Context: an optimization exercise on an open-source flow, tuned for small area, a short achievable clock period and few clock cycles per item. The choices shown serve that exercise and are no tape-out recipe. Where RTL was checked, it was by simulation tests only, not by an equivalence proof against the original. Power and IR drop assume default switching activity.

Setup of PW:
==> flow/design.v <==
`default_nettype none
package memWrDma_pkg;
	typedef logic [64-1:0] hostAddr_t;
	typedef logic [32-1:0]  lclAddr_t;
	typedef logic [64-1:0]  line_t;
	typedef logic [31:0]             cfgData_t;
	typedef logic [31:0]             byteCnt_t;
	typedef logic [12-1:0]   pload_t;
	typedef logic [10-1:0]   dwLen_t;
	typedef logic [7:0]              tag_t;
	typedef logic [15:0]             reqId_t;
	typedef struct packed {
		hostAddr_t hostBase;
		lclAddr_t  lclBase;
		byteCnt_t  byteCnt;
	} xferCfg_t;
	typedef struct packed {
		hostAddr_t hostAddr;
		lclAddr_t  lclAddr;
		pload_t    pload;    
		dwLen_t    dwLen;
		tag_t      tag;
	} pktDesc_t;
	typedef enum logic [1:0] {SEG_IDLE, SEG_ISSUE, SEG_WAIT} segState_t;
	typedef enum logic [1:0] {FRM_IDLE, FRM_HDR0, FRM_HDR1, FRM_DATA} frmState_t;
endpackage
`default_nettype wire
`default_nettype none
module memWrDma
#(
	parameter int DEPTH = 5
)
(
	input  wire                           i_CfgClk,
	input  wire                           i_ARst,
	input  wire                           i_CfgCyc,
	input  wire                           i_CfgStb,
	input  wire                           i_CfgWnR,
	input  wire [3:0]                     i_CfgAddr,
	input  wire memWrDma_pkg::cfgData_t   i_CfgWrData,
	output logic                          o_CfgAck,
	output memWrDma_pkg::cfgData_t        o_CfgRdData,
	input  wire memWrDma_pkg::pload_t     i_MaxPload,
	input  wire memWrDma_pkg::reqId_t     i_RequesterId,
	output logic                          o_MemRd,
	output memWrDma_pkg::lclAddr_t        o_MemRdAddr,
	input  wire                           i_MemReady,
	input  wire                           i_MemDv,
	input  wire memWrDma_pkg::line_t      i_MemRdData,
	output logic                          o_AstTxDv,
	output logic                          o_AstTxSop,
	output logic                          o_AstTxEop,
	output memWrDma_pkg::line_t           o_AstTxData,
	input  wire                           i_AstTxReady
);
	localparam int PW = $clog2(DEPTH);
	typedef enum logic [2:0] {S_IDLE, S_HDR0, S_HDR1, S_DATA, S_TAIL} frmState_t;
	logic [31:0] ctrlReg;
	logic [63:0] hostBase;
	logic [31:0] lclBase;
	logic        busy;
	logic        busyNext;
	logic        cfgWr;
	logic        xferWr;
	logic        start;
	assign cfgWr  = i_CfgCyc & i_CfgStb & i_CfgWnR & ~o_CfgAck;
	assign xferWr = cfgWr & ~busy;
	assign start  = xferWr && (i_CfgAddr == 4'h7) && ctrlReg[0] && (i_CfgWrData[31:3] != '0);
	always_ff @(posedge i_CfgClk or posedge i_ARst)
	begin
		if (i_ARst)
		begin
			o_CfgAck <= 1'b0;
			ctrlReg  <= '0;
			hostBase <= '0;
			lclBase  <= '0;
		end
		else
		begin
			o_CfgAck <= i_CfgCyc & i_CfgStb & ~o_CfgAck;
			if (cfgWr && (i_CfgAddr == 4'h0))
				ctrlReg <= i_CfgWrData;
			if (xferWr && (i_CfgAddr == 4'h4))
				hostBase[31:0] <= i_CfgWrData;
			if (xferWr && (i_CfgAddr == 4'h5))
				hostBase[63:32] <= i_CfgWrData;
			if (xferWr && (i_CfgAddr == 4'h6))
				lclBase <= i_CfgWrData;
		end
	end
	frmState_t   state;
	logic [28:0] remLines;     
	logic [3:0]  lineOff;      
	logic [24:0] hostMid;      
	logic        crossed;      
	logic        is4Dw;        
	logic [7:0]  tagCnt;
	logic [31:0] hostHi;
	logic        remOne;
	logic        lastInPkt;
	logic [4:0]  pktLines;
	logic [4:0]  bndLines;
	assign hostHi    = hostBase[63:32] + {31'd0, crossed};
	assign remOne    = (remLines == 29'd1);
	assign lastInPkt = (lineOff == 4'hF) || remOne;
	assign bndLines  = 5'd16 - {1'b0, lineOff};
	assign pktLines  = ((remLines[28:5] == '0) && (remLines[4:0] < bndLines)) ? remLines[4:0] : bndLines;
	memWrDma_pkg::line_t fifoMem [DEPTH];
	logic [PW-1:0] wrIdx;
	logic [PW-1:0] rdIdx;
	logic          wrPh;
	logic          rdPh;
	logic          fifoEmpty;
	logic          headOk;
	memWrDma_pkg::line_t head;
	assign fifoEmpty = (wrIdx == rdIdx) && (wrPh == rdPh);
	assign headOk    = ~fifoEmpty | i_MemDv;
	assign head      = fifoEmpty ? i_MemRdData : fifoMem[rdIdx];
	always_ff @(posedge i_CfgClk)
	begin
		if (i_MemDv)
			fifoMem[wrIdx] <= i_MemRdData;
	end
	logic        load;
	logic        beatOk;
	logic        pop;
	logic        nbSop;
	logic        nbEop;
	logic [63:0] nbData;
	frmState_t   nbState;
	logic [31:0] heldDw;
	assign load = ~o_AstTxDv | i_AstTxReady;
	always_comb
	begin
		beatOk  = 1'b0;
		pop     = 1'b0;
		nbSop   = 1'b0;
		nbEop   = 1'b0;
		nbData  = head;
		nbState = state;
		case (state)
			S_HDR0:
			begin
				beatOk  = 1'b1;
				nbSop   = 1'b1;
				nbData  = {i_RequesterId, tagCnt, 8'hFF,
					3'b010 | {2'b00, is4Dw}, 5'd0, 8'd0, 6'd0, 4'd0, pktLines, 1'b0};
				nbState = S_HDR1;
			end
			S_HDR1:
				if (is4Dw)
				begin
					beatOk  = 1'b1;
					nbData  = {hostMid, lineOff, hostBase[2:0], hostHi};
					nbState = S_DATA;
				end
				else
				begin
					beatOk  = headOk;
					pop     = 1'b1;
					nbData  = {head[31:0], hostMid, lineOff, hostBase[2:0]};
					nbState = lastInPkt ? S_TAIL : S_DATA;
				end
			S_DATA:
				if (is4Dw)
				begin
					beatOk  = headOk;
					pop     = 1'b1;
					nbEop   = lastInPkt;
					nbData  = head;
					nbState = lastInPkt ? (remOne ? S_IDLE : S_HDR0) : S_DATA;
				end
				else
				begin
					beatOk  = headOk;
					pop     = 1'b1;
					nbData  = {head[31:0], heldDw};
					nbState = lastInPkt ? S_TAIL : S_DATA;
				end
			S_TAIL:
			begin
				beatOk  = 1'b1;
				nbEop   = 1'b1;
				nbData  = {32'd0, heldDw};
				nbState = (remLines == '0) ? S_IDLE : S_HDR0;
			end
			default: ;
		endcase
	end
	logic doLoad;
	logic doPop;
	assign doLoad = load & beatOk;
	assign doPop  = doLoad & pop;
	assign busyNext = start | (busy & ~((state == S_IDLE) & load));
	always_ff @(posedge i_CfgClk or posedge i_ARst)
	begin
		if (i_ARst)
		begin
			state     <= S_IDLE;
			busy      <= 1'b0;
			o_AstTxDv <= 1'b0;
			tagCnt    <= '0;
			rdIdx     <= '0;
			wrIdx     <= '0;
			rdPh      <= 1'b0;
			wrPh      <= 1'b0;
		end
		else
		begin
			busy <= busyNext;
			if (i_MemDv)
			begin
				wrIdx <= (wrIdx == PW'(DEPTH - 1)) ? '0 : wrIdx + 1'b1;
				if (wrIdx == PW'(DEPTH - 1))
					wrPh <= ~wrPh;
			end
			if (start)
				state <= S_HDR0;
			else if (doLoad)
				state <= nbState;
			if (load)
				o_AstTxDv <= beatOk;
			if (doLoad && (state == S_HDR0))
				tagCnt <= tagCnt + 1'b1;
			if (doPop)
			begin
				rdIdx <= (rdIdx == PW'(DEPTH - 1)) ? '0 : rdIdx + 1'b1;
				if (rdIdx == PW'(DEPTH - 1))
					rdPh <= ~rdPh;
			end
		end
	end
	always_ff @(posedge i_CfgClk)
	begin
		if (doLoad)
		begin
			o_AstTxData <= nbData;
			o_AstTxSop  <= nbSop;
			o_AstTxEop  <= nbEop;
		end
		if (doPop)
			heldDw <= head[63:32];
		if (!busy)
		begin
			remLines <= i_CfgWrData[31:3];
			lineOff  <= hostBase[6:3];
			hostMid  <= hostBase[31:7];
			crossed  <= 1'b0;
			is4Dw    <= |hostBase[63:32];
		end
		else if (doPop)
		begin
			remLines <= remLines - 1'b1;
			lineOff  <= lineOff + 1'b1;
			if (lineOff == 4'hF)
			begin
				hostMid <= hostMid + 1'b1;
				if (&hostMid)
				begin
					crossed <= 1'b1;
					is4Dw   <= ~&hostBase[63:32];
				end
			end
		end
	end
	logic [DEPTH-1:0] pendT;
	logic [15:0]  pendX;
	logic [28:0]  rdAddr;
	logic         memAcc;
	logic         remBig;
	logic [3:0]   remLo;
	logic         more0;     
	logic         more1;     
	logic         moreAfter;
	logic         roomAfter;
	assign memAcc = o_MemRd & i_MemReady;
	assign pendX  = 16'(pendT);
	assign remBig = |remLines[28:4];
	assign remLo  = remLines[3:0];
	assign more0  = remBig | ((remLo != 4'd0) && !pendX[remLo - 4'd1]);
	assign more1  = remBig | ((remLo > 4'd1) && !pendX[remLo - 4'd2]);
	assign moreAfter = memAcc ? more1 : more0;
	assign roomAfter = (memAcc && !doPop) ? !pendT[DEPTH-2]
	                 : (!memAcc && doPop) ? 1'b1
	                 : !pendT[DEPTH-1];
	assign o_MemRdAddr = {rdAddr, lclBase[2:0]};
	always_ff @(posedge i_CfgClk or posedge i_ARst)
	begin
		if (i_ARst)
		begin
			o_MemRd <= 1'b0;
			pendT   <= '0;
		end
		else
		begin
			if (start)
				o_MemRd <= 1'b1;
			else
				o_MemRd <= busy & moreAfter & roomAfter;
			case ({memAcc, doPop})
				2'b10:   pendT <= {pendT[DEPTH-2:0], 1'b1};
				2'b01:   pendT <= {1'b0, pendT[DEPTH-1:1]};
				default: ;
			endcase
		end
	end
	always_ff @(posedge i_CfgClk)
	begin
		if (!busy)
			rdAddr <= lclBase[31:3];
		else if (memAcc)
			rdAddr <= rdAddr + 1'b1;
	end
	always_ff @(posedge i_CfgClk)
	begin
		case (i_CfgAddr)
			4'h0:     o_CfgRdData <= ctrlReg;
			4'h1:     o_CfgRdData <= {30'd0, ~busyNext, busyNext};
			4'h4: o_CfgRdData <= hostBase[31:0];
			4'h5: o_CfgRdData <= hostBase[63:32];
			4'h6:    o_CfgRdData <= lclBase;
			4'h7:      o_CfgRdData <= busyNext ? {remLines, 3'd0} : '0;
			default:           o_CfgRdData <= '0;
		endcase
	end
endmodule
`default_nettype wire
export LEC_CHECK = 0
export ABC_CLOCK_PERIOD_IN_PS = 3000
export CAP_MARGIN = 20
export CORE_MARGIN = 2
export CORE_UTILIZATION = 40
export CTS_BUF_LIST = sky130_fd_sc_hd__clkbuf_4 sky130_fd_sc_hd__clkbuf_8
export CTS_CLUSTER_DIAMETER = 50
export CTS_CLUSTER_SIZE = 16
export SETUP_SLACK_MARGIN = 5
export SLEW_MARGIN = 20
create_clock -name core_clock -period 8.0 [get_ports {i_CfgClk}]
standard.sh (not shown) runs the stock make flow with config.mk's settings and CLKGATE_MAP_FILE= SYNTH_SCRIPT=/design/flow/synth_recipe.tcl, a recipe that flattens the netlist after the stock synthesis.
==> flow/flow/run.sh <==
#!/bin/bash
# Standard layout, with the smallest buffer on every input and output port
set -euo pipefail
export BUFFER_PORTS_ARGS="-buffer_cell sky130_fd_sc_hd__buf_1"
bash standard.sh > flow_make.log 2>&1
Testbench counts of PW, summed over its fixed seeds: cycles 40,842, bytes 198,928.
The inputs of AL differ from those of PW as listed below.
--- a/flow/design.v
+++ b/flow/design.v
@@ -263,33 +263,24 @@
 			end
 		end
 	end
-	logic [DEPTH-1:0] pendT;
-	logic [15:0]  pendX;
+	logic [PW:0]  pend;      
 	logic [28:0]  rdAddr;
 	logic         memAcc;
-	logic         remBig;
-	logic [3:0]   remLo;
-	logic         more0;     
-	logic         more1;     
 	logic         moreAfter;
 	logic         roomAfter;
 	assign memAcc = o_MemRd & i_MemReady;
-	assign pendX  = 16'(pendT);
-	assign remBig = |remLines[28:4];
-	assign remLo  = remLines[3:0];
-	assign more0  = remBig | ((remLo != 4'd0) && !pendX[remLo - 4'd1]);
-	assign more1  = remBig | ((remLo > 4'd1) && !pendX[remLo - 4'd2]);
-	assign moreAfter = memAcc ? more1 : more0;
-	assign roomAfter = (memAcc && !doPop) ? !pendT[DEPTH-2]
+	assign moreAfter = memAcc ? ({1'b0, remLines} > 30'(pend) + 30'd1)
+	                          : ({1'b0, remLines} > 30'(pend));
+	assign roomAfter = (memAcc && !doPop) ? (pend < (PW+1)'(DEPTH - 1))
 	                 : (!memAcc && doPop) ? 1'b1
-	                 : !pendT[DEPTH-1];
+	                 : (pend < (PW+1)'(DEPTH));
 	assign o_MemRdAddr = {rdAddr, lclBase[2:0]};
 	always_ff @(posedge i_CfgClk or posedge i_ARst)
 	begin
 		if (i_ARst)
 		begin
 			o_MemRd <= 1'b0;
-			pendT   <= '0;
+			pend    <= '0;
 		end
 		else
 		begin
@@ -298,8 +289,8 @@
 			else
 				o_MemRd <= busy & moreAfter & roomAfter;
 			case ({memAcc, doPop})
-				2'b10:   pendT <= {pendT[DEPTH-2:0], 1'b1};
-				2'b01:   pendT <= {1'b0, pendT[DEPTH-1:1]};
+				2'b10:   pend <= pend + 1'b1;
+				2'b01:   pend <= pend - 1'b1;
 				default: ;
 			endcase
 		end
### Flow results
Total via count in the routed design came out lower on AL than on PW.
Cell area after placement for AL is lower than for PW.
AL: all stages complete, timing, DRC and antenna checks passed
Delta (AL minus PW): final-layout clock buffer total shrank by 1; synthesized-area fraction occupied by and/or/nand/nor cells held steady.
Taking PW as the reference, in AL clock transition at the registers of the reported paths now sits lower; total power increased 0.37%.
For AL, only the layout was checked, not whether the RTL still works.

========
RTL: the design.v shown in full above, as it stands there.
clock: 8.0 ns
lec_check: 0
abc_clock_period_in_ps: 3000
cap_margin: 20
core_margin: 2
core_utilization: 65
cts_buf_list: sky130_fd_sc_hd__clkbuf_16
cts_cluster_diameter: 90
cts_cluster_size: 28
place_density: 0.75
slew_margin: 20
==> flow/flow/run.sh <==
#!/bin/bash
# Standard layout, with the smallest buffer on every input and output port
# and timing repair aimed below the clock period
set -euo pipefail
export BUFFER_PORTS_ARGS="-buffer_cell sky130_fd_sc_hd__buf_1"
export SETUP_SLACK_MARGIN=5.15
bash standard.sh > flow_make.log 2>&1
Testbench counts at the start, summed over its fixed seeds: cycles 40,842, bytes 198,928.
Change:
--- a/flow/design.v
+++ b/flow/design.v
@@ -27,9 +27,9 @@
 `default_nettype wire
 `default_nettype none
 module memWrDma
 #(
-	parameter int DEPTH = 5
+	parameter int DEPTH = 6
 )
 (
 	input  wire                           i_CfgClk,
 	input  wire                           i_ARst,
Result:
- The changed run passed the timing, design-rule and antenna checks
- final cell count is higher by 3.4%
- power is higher by 12%
- clock power is higher by 18%
- sequential share of layout area is higher by 3.0 points
- setup slack improved by 0.011 ns
- sequential cell count is higher by 65
- final area is higher by 4.3%
- area after synthesis is higher by 5.1%
Testbench counts after the change, summed over its fixed seeds: cycles 38,242, bytes 198,928.

========
Setup of run 1:
Another version of the RTL of memWrDma (not shown whole).
Size in the first run: ~2300 cells after synthesis, about 760 flip-flops, about 270 I/O pins, ~0.033 mm2 of cells after synthesis.
export LEC_CHECK = 0
export ABC_CLOCK_PERIOD_IN_PS = 3000
export CAP_MARGIN = 20
export CORE_MARGIN = 2
export CORE_UTILIZATION = 65
export CTS_BUF_LIST = sky130_fd_sc_hd__clkbuf_16
export CTS_CLUSTER_DIAMETER = 90
export CTS_CLUSTER_SIZE = 28
export PLACE_DENSITY = 0.75
export SLEW_MARGIN = 20
create_clock -name core_clock -period 8.0 [get_ports {i_CfgClk}]
Scripts as last shown in full above: flow/flow/run.sh
Relative to run 1, the following input files were edited for run 2:
-- flow/design.v --
<<< run 1, line 343
			rdAddr <= rdAddr + 1'b1;
	end
	logic [31:0] rdWord;
	logic        rdValid;
	always_comb
	begin
		case (i_CfgAddr[1:0])
			2'd0:    rdWord = hostLoQ;
			2'd1:    rdWord = hostHiQ;
			2'd2:    rdWord = lclQ;
			default: rdWord = {remLines, 3'd0};
		endcase
		case (i_CfgAddr[1:0])
			2'd0:    rdValid = hostLoV;
			2'd1:    rdValid = hostHiV;
			2'd2:    rdValid = lclV;
			default: rdValid = busyNext;
		endcase
	end
	always_ff @(posedge i_CfgClk)
	begin
		if (i_CfgAddr[3])
			o_CfgRdData <= '0;
		else if (i_CfgAddr[2])
			o_CfgRdData <= rdValid ? rdWord : '0;
		else if (i_CfgAddr[1:0] == 2'd0)
			o_CfgRdData <= ctrlReg;
		else if (i_CfgAddr[1:0] == 2'd1)
			o_CfgRdData <= {30'd0, ~busyNext, busyNext};
		else
			o_CfgRdData <= '0;
	end
endmodule
>>> run 2, line 343
			rdAddr <= rdAddr + 1'b1;
	end
	always_ff @(posedge i_CfgClk)
	begin
		case (i_CfgAddr)
			4'h0:     o_CfgRdData <= ctrlReg;
			4'h1:     o_CfgRdData <= {30'd0, ~busyNext, busyNext};
			4'h4: o_CfgRdData <= hostBase[31:0];
			4'h5: o_CfgRdData <= hostBase[63:32];
			4'h6:    o_CfgRdData <= lclBase;
			4'h7:      o_CfgRdData <= busyNext ? {remLines, 3'd0} : '0;
			default:           o_CfgRdData <= '0;
		endcase
	end
endmodule
--- outcome ---
Run 2: flow completed, timing, DRC and antenna clean
Clock share of power: run 2 < run 1
Fraction of area in multi-input gates ends up lower on run 1.
Sort run 1 and run 2 by wire length asc -> top: run 1
Re final number of hold-violating endpoints: no difference whatsoever between run 2 and run 1.
In the reports for run 1 and run 2, the smaller multiplexer area fraction after synthesis belongs to run 2.
Number of non-clock inverters in the layout ends up higher on run 1.
Going from run 1 to run 2, the worst hold slack after final layout was found to have gone up by 14 ps.
Comparing run 1 with run 2, the fraction of the core area covered by cells at the end of the flow came out essentially unchanged.
Function was not checked in any run of this note: the RTL went through the layout flow alone.

==> re-timing with driven ports <==
In the flow no input, the clock included, has a driving cell. The finished layouts below were timed again as built, in two steps. Step 1: set_driving_cell puts a clkbuf_16 on i_CfgClk and a buf_2 on each other input, an assumption about the parent block. Step 2 adds t to the input delays and takes it off the output delays; t is the mean of the earliest and latest rising clock arrival at the registers after step 1. Input paths then give back, and output paths get back, about the clock's delay inside the block. Three values: ideal, step 1, step 2; two values: the first two.
run | shift t [ns] | setup WS [ns] | latest minus earliest clock arrival (ns)
PW | 0.770 | 4.991 / 4.926 / 4.314 | 0.043 / 0.043
AL | 0.753 | 4.840 / 4.849 / 4.096 | 0.050 / 0.050
the first run of note 2 | 0.687 | 5.131 / 5.067 / 4.488 | 0.047 / 0.048
the second run of note 2 | 0.643 | 5.142 / 5.099 / 4.542 | 0.037 / 0.037
run 1 | 0.651 | 5.075 / 5.020 / 4.453 | 0.027 / 0.028
run 2 | 0.645 | 5.071 / 5.010 / 4.537 | 0.040 / 0.039
After both steps every run listed still meets setup and hold. The setup slack of AL, which loses most, moves by +0.009 ns with the drivers and by -0.744 ns with both steps.
